Background: an optimization exercise with open tools, aiming at small area. Do not read the settings as production practice. The RTL was checked by simulation tests, not by an equivalence proof against the original design. Power is estimated from default activity; no workload was simulated.

==> yarrow <==
==> flow/design.v <==
`timescale 1ns/1ps
module maxpool2x2_stream #(
  parameter int CH     = 6,
  parameter int DW     = 32,
  parameter int OW     = 8,
  parameter int IMG_W  = 28,
  parameter int IMG_H  = 28,
  parameter int QSHIFT = 8
) (
  input  logic             clk,
  input  logic             rst_n,
  input  logic             clear,
  input  logic             in_valid,
  output logic             in_ready,
  input  logic [CH*DW-1:0] in_data,
  output logic             out_valid,
  input  logic             out_ready,
  output logic [CH*OW-1:0] out_data,
  output logic             out_last
);
  localparam int HW = IMG_W / 2;
  localparam int CW = $clog2(IMG_W);
  localparam int RW = $clog2(IMG_H);
  localparam logic [CW-1:0] COL_LAST = CW'(IMG_W - 1);
  localparam logic [RW-1:0] ROW_LAST = RW'(IMG_H - 1);
  logic [CW-1:0]    col_q;
  logic [RW-1:0]    row_q;
  logic             out_valid_q;
  logic [HW-1:0][CH*OW-1:0] ring;
  logic             accept, odd, fill;
  logic [CH*OW-1:0] q_in, m;
  function automatic logic [OW-1:0] quant(input logic [DW-1:0] x);
    logic [DW-1:0] q;
    q = x >> QSHIFT;
    if (x[DW-1])              quant = '0;
    else if ((q >> OW) != '0) quant = '1;
    else                      quant = q[OW-1:0];
  endfunction
  assign in_ready  = !clear && (!out_valid_q || out_ready);
  assign accept    = in_valid && in_ready;
  assign odd       = col_q[0];
  assign fill      = !row_q[0];
  assign out_valid = out_valid_q;
  assign out_data  = ring[1];
  assign out_last  = (col_q == '0) && (row_q == '0);
  function automatic logic gt_u(input logic [OW-1:0] a, input logic [OW-1:0] b);
    gt_u = 1'b0;
    for (int i = 0; i < OW; i++) gt_u = (a[i] & ~b[i]) | ((a[i] | ~b[i]) & gt_u);
  endfunction
  always_comb begin
    for (int c = 0; c < CH; c++) begin
      q_in[c*OW +: OW] = quant(in_data[c*DW +: DW]);
      m[c*OW +: OW]    = ((fill && !odd) ||
                          (!in_data[c*DW + DW-1] && (((in_data[c*DW +: DW-1] >> (QSHIFT + OW)) != '0) || gt_u(in_data[c*DW+QSHIFT +: OW], ring[0][c*OW +: OW]))))
                         ? q_in[c*OW +: OW] : ring[0][c*OW +: OW];
    end
  end
  always_ff @(posedge clk or negedge rst_n) begin
    if (!rst_n) begin
      col_q       <= '0;
      row_q       <= '0;
      out_valid_q <= 1'b0;
    end else if (clear) begin
      col_q       <= '0;
      row_q       <= '0;
      out_valid_q <= 1'b0;
    end else begin
      if (accept) begin
        if (col_q == COL_LAST) begin
          col_q <= '0;
          row_q <= (row_q == ROW_LAST) ? '0 : row_q + 1'b1;
        end else begin
          col_q <= col_q + 1'b1;
        end
      end
      if (accept && odd && !fill) out_valid_q <= 1'b1;
      else if (out_ready)         out_valid_q <= 1'b0;
    end
  end
  always_ff @(posedge clk) begin
    if (accept) begin
      if (odd) begin
        ring[0] <= ring[HW-1];
        ring[1] <= m;
        for (int i = 2; i < HW; i++) ring[i] <= ring[i-1];
      end else begin
        ring[0] <= m;
      end
    end
  end
endmodule
==> flow/flow/run.sh <==
#!/bin/bash
# Own layout flow: the standard synthesis, then the combinational logic re-mapped for
# area (registers kept exactly as synthesised), then the standard ORFS layout with smaller
# port buffers and a clock tree of smaller buffers without dummy loads.
# Logs: make_synth.log, reopt.log, make_layout.log here; each ORFS step in orfs/logs/.
set -euo pipefail
here=$(pwd)
flowdir=$here/flow
res=$here/orfs/results/$FLOW_PLATFORM/maxpool2x2_stream/base
platdir=$FLOW_HOME/platforms/$FLOW_PLATFORM

export BUFFER_PORTS_ARGS="-buffer_cell sky130_fd_sc_hd__buf_1"
export CTS_ARGS="-sink_clustering_enable -repair_clock_nets -dont_use_dummy_load -buf_list {sky130_fd_sc_hd__clkbuf_8 sky130_fd_sc_hd__clkbuf_16} -sink_clustering_size 32 -sink_clustering_max_diameter 50"

bash standard.sh synth > make_synth.log 2>&1

cp $res/1_2_yosys.v $here/standard_synth.v
export REOPT_IN=$here/standard_synth.v
export REOPT_OUT=$here/reopt.v
export REOPT_ABC=$flowdir/area.abc
export REOPT_LIB=$platdir/lib/sky130_fd_sc_hd__tt_025C_1v80.lib
export REOPT_TOP=$FLOW_TOP
export REOPT_SEQ="$(grep -o 'sky130_fd_sc_hd__[a-z0-9_]*' $REOPT_IN | sort -u | grep -E '__(df|edf|sdf|dl)' | tr '\n' ' ')"
export REOPT_DONT_USE="$(sed -n '/DONT_USE_CELLS += /,/^$/p' $platdir/config.mk | grep -o 'sky130_fd_sc_hd__[a-z0-9_]*' | tr '\n' ' ')"
yosys -c $flowdir/reopt.tcl > reopt.log 2>&1

cp $here/reopt.v $res/1_2_yosys.v
rm -f $res/1_synth.odb $res/1_synth.sdc
bash standard.sh > make_layout.log 2>&1
==> flow/flow/area.abc <==
strash
&get -n
&deepsyn -T 20
&put
dch -f
amap
strash
dch -f
amap
topo
dnsize -c
==> flow/flow/reopt.tcl <==
# Re-map the combinational logic of the standard synthesis netlist for area, keeping every
# register instance (name, cell type and connections) exactly as the standard synthesis made it.
# Env: REOPT_IN, REOPT_OUT, REOPT_ABC, REOPT_LIB, REOPT_DONT_USE, REOPT_TOP
yosys read_liberty -ignore_miss_func $::env(REOPT_LIB)
yosys read_verilog $::env(REOPT_IN)
yosys hierarchy -top $::env(REOPT_TOP)
# every cell type in the netlist that has state stays a black box instance
set seq {}
foreach c [split $::env(REOPT_SEQ) " "] { if {$c ne ""} { lappend seq $c } }
foreach c $seq { yosys setattr -mod -set keep_hierarchy 1 $c }
yosys flatten
yosys rename -hide {w:*.*}
yosys opt_clean -purge
yosys stat
set du {}
foreach c [split $::env(REOPT_DONT_USE) " "] { if {$c ne ""} { lappend du -dont_use $c } }
yosys abc -liberty $::env(REOPT_LIB) -script $::env(REOPT_ABC) {*}$du
yosys setundef -zero
yosys splitnets
yosys opt_clean -purge
yosys hilomap -singleton -hicell sky130_fd_sc_hd__conb_1 HI -locell sky130_fd_sc_hd__conb_1 LO
yosys insbuf -buf sky130_fd_sc_hd__buf_4 A X
yosys opt_clean -purge
foreach c $seq { yosys blackbox $c }
yosys hierarchy -top $::env(REOPT_TOP)
yosys stat -liberty $::env(REOPT_LIB)
yosys write_verilog -noattr -nohex -nodec $::env(REOPT_OUT)
==> flow/standard.sh <==
#!/bin/bash
# synth_recipe.tcl (not shown) runs the flow's synth.tcl, then flattens the netlist and writes it again
# the make line also repeats each setting of config.mk as NAME=value (left out here)
make -C /OpenROAD-flow-scripts/flow DESIGN_CONFIG=/design/flow/config.mk WORK_HOME=/design/flow/orfs CLKGATE_MAP_FILE= SYNTH_SCRIPT=/design/flow/synth_recipe.tcl "${@:-finish}"
==> flow/config.mk <==
export PLATFORM = sky130hd
export DESIGN_NAME = maxpool2x2_stream
export DESIGN_NICKNAME = maxpool2x2_stream
export VERILOG_FILES = /design/flow/design.v
export SDC_FILE = /design/flow/constraint.sdc
export NUM_CORES = 4
export LEC_CHECK = 0
export CAP_MARGIN = 20
export CORE_MARGIN = 2
export CORE_UTILIZATION = 65
export PLACE_DENSITY = 0.75
export SLEW_MARGIN = 20
==> flow/constraint.sdc <==
create_clock -name core_clock -period 8.0 [get_ports {clk}]
set_input_delay 1.6000 -clock core_clock [delete_from_list [all_inputs] [get_ports {clk}]]
set_output_delay 1.6000 -clock core_clock [all_outputs]
set_load 0.01 [all_outputs]
==> inputs of fjord, as changes to yarrow <==
--- a/flow/flow/run.sh
+++ b/flow/flow/run.sh
@@ -11,5 +11,5 @@
 
 export BUFFER_PORTS_ARGS="-buffer_cell sky130_fd_sc_hd__buf_1"
-export CTS_ARGS="-sink_clustering_enable -repair_clock_nets -dont_use_dummy_load -buf_list {sky130_fd_sc_hd__clkbuf_8 sky130_fd_sc_hd__clkbuf_16} -sink_clustering_size 32 -sink_clustering_max_diameter 50"
+export CTS_ARGS="-sink_clustering_enable -repair_clock_nets -dont_use_dummy_load -buf_list {sky130_fd_sc_hd__clkbuf_4 sky130_fd_sc_hd__clkbuf_8} -sink_clustering_size 20 -sink_clustering_max_diameter 60"
 
 bash standard.sh synth > make_synth.log 2>&1
==> inputs of raven, as changes to yarrow <==
--- a/flow/flow/run.sh
+++ b/flow/flow/run.sh
@@ -11,5 +11,5 @@
 
 export BUFFER_PORTS_ARGS="-buffer_cell sky130_fd_sc_hd__buf_1"
-export CTS_ARGS="-sink_clustering_enable -repair_clock_nets -dont_use_dummy_load -buf_list {sky130_fd_sc_hd__clkbuf_8 sky130_fd_sc_hd__clkbuf_16} -sink_clustering_size 32 -sink_clustering_max_diameter 50"
+export CTS_ARGS="-sink_clustering_enable -repair_clock_nets -dont_use_dummy_load -buf_list {sky130_fd_sc_hd__clkbuf_4 sky130_fd_sc_hd__clkbuf_8} -sink_clustering_size 20 -sink_clustering_max_diameter 60"
 
 bash standard.sh synth > make_synth.log 2>&1
==> flow/flow/area.abc (replaced) <==
strash
&get -n
&deepsyn -T 60
&put
dch -f
amap
strash
dch -f
amap
topo
dnsize -c
Settings changed: CORE_UTILIZATION 65 to 70, PLACE_DENSITY 0.75 to 0.8.
==> qor summary <==
Slew margin rel.: raven 0.334; yarrow 0.297; fjord 0.280
Reg power frac: raven 0.716; yarrow 0.642; fjord 0.715
Crit. End Element: raven primary output; yarrow flip-flop; fjord primary output
Final design instance area without fill: raven 24,600 µm²; yarrow 25,100 µm²; fjord 24,500 µm²
Met2 routing resource usage after global routing: raven 0.288; yarrow 0.289; fjord 0.287
Antenna fix cells: raven 0; yarrow 1; fjord 1
Final non-filler cell total: raven 1,731; yarrow 1,748; fjord 1,743
Number of gates on the worst path with buffers counted: raven 6; yarrow 7; fjord 6
Result of the run: raven no timing/DRC/antenna violations; yarrow no timing/DRC/antenna violations; fjord no timing/DRC/antenna violations
Biggest fanout along the worst timing path: raven 52; yarrow 177; fjord 52
Die Footprint: raven 34,100 µm²; yarrow 36,700 µm²; fjord 36,700 µm²
Via density: raven 5.86; yarrow 5.82; fjord 5.84
Number of inserted filler cells in the final layout: raven 1,797; yarrow 1,970; fjord 2,029
DIE WIDTH: raven 185 µm; yarrow 192 µm; fjord 192 µm

-- afterwards: timing with drivers on the ports --
The flow's constraints put no driver on any port. The routed layouts listed below were extracted and timed again, unchanged, in two steps.
Step 1, drivers: a clkbuf_16 drives clk and a buf_2 each remaining input, both assumed.
Step 2 adds t to the input delays and takes it off the output delays; t is the mean of the earliest and latest rising clock arrival at the registers after step 1. Input paths then give back, and output paths get back, about the clock's delay inside the block.
Three values: no drivers, after step 1, after step 2; two values: the first two.
run | shift t [ns] | slack for setup (ns) | slew at the worst register clock pin (ns) | cell pins on the clock port's net
yarrow | 0.612 | 3.353 / 3.353 / 3.353 | 0.10 / 0.10 | 1
fjord | 0.602 | 3.346 / 3.298 / 3.397 | 0.12 / 0.12 | 1
raven | 0.599 | 3.443 / 3.394 / 3.552 | 0.12 / 0.12 | 1
After both steps every run listed still meets setup and hold.
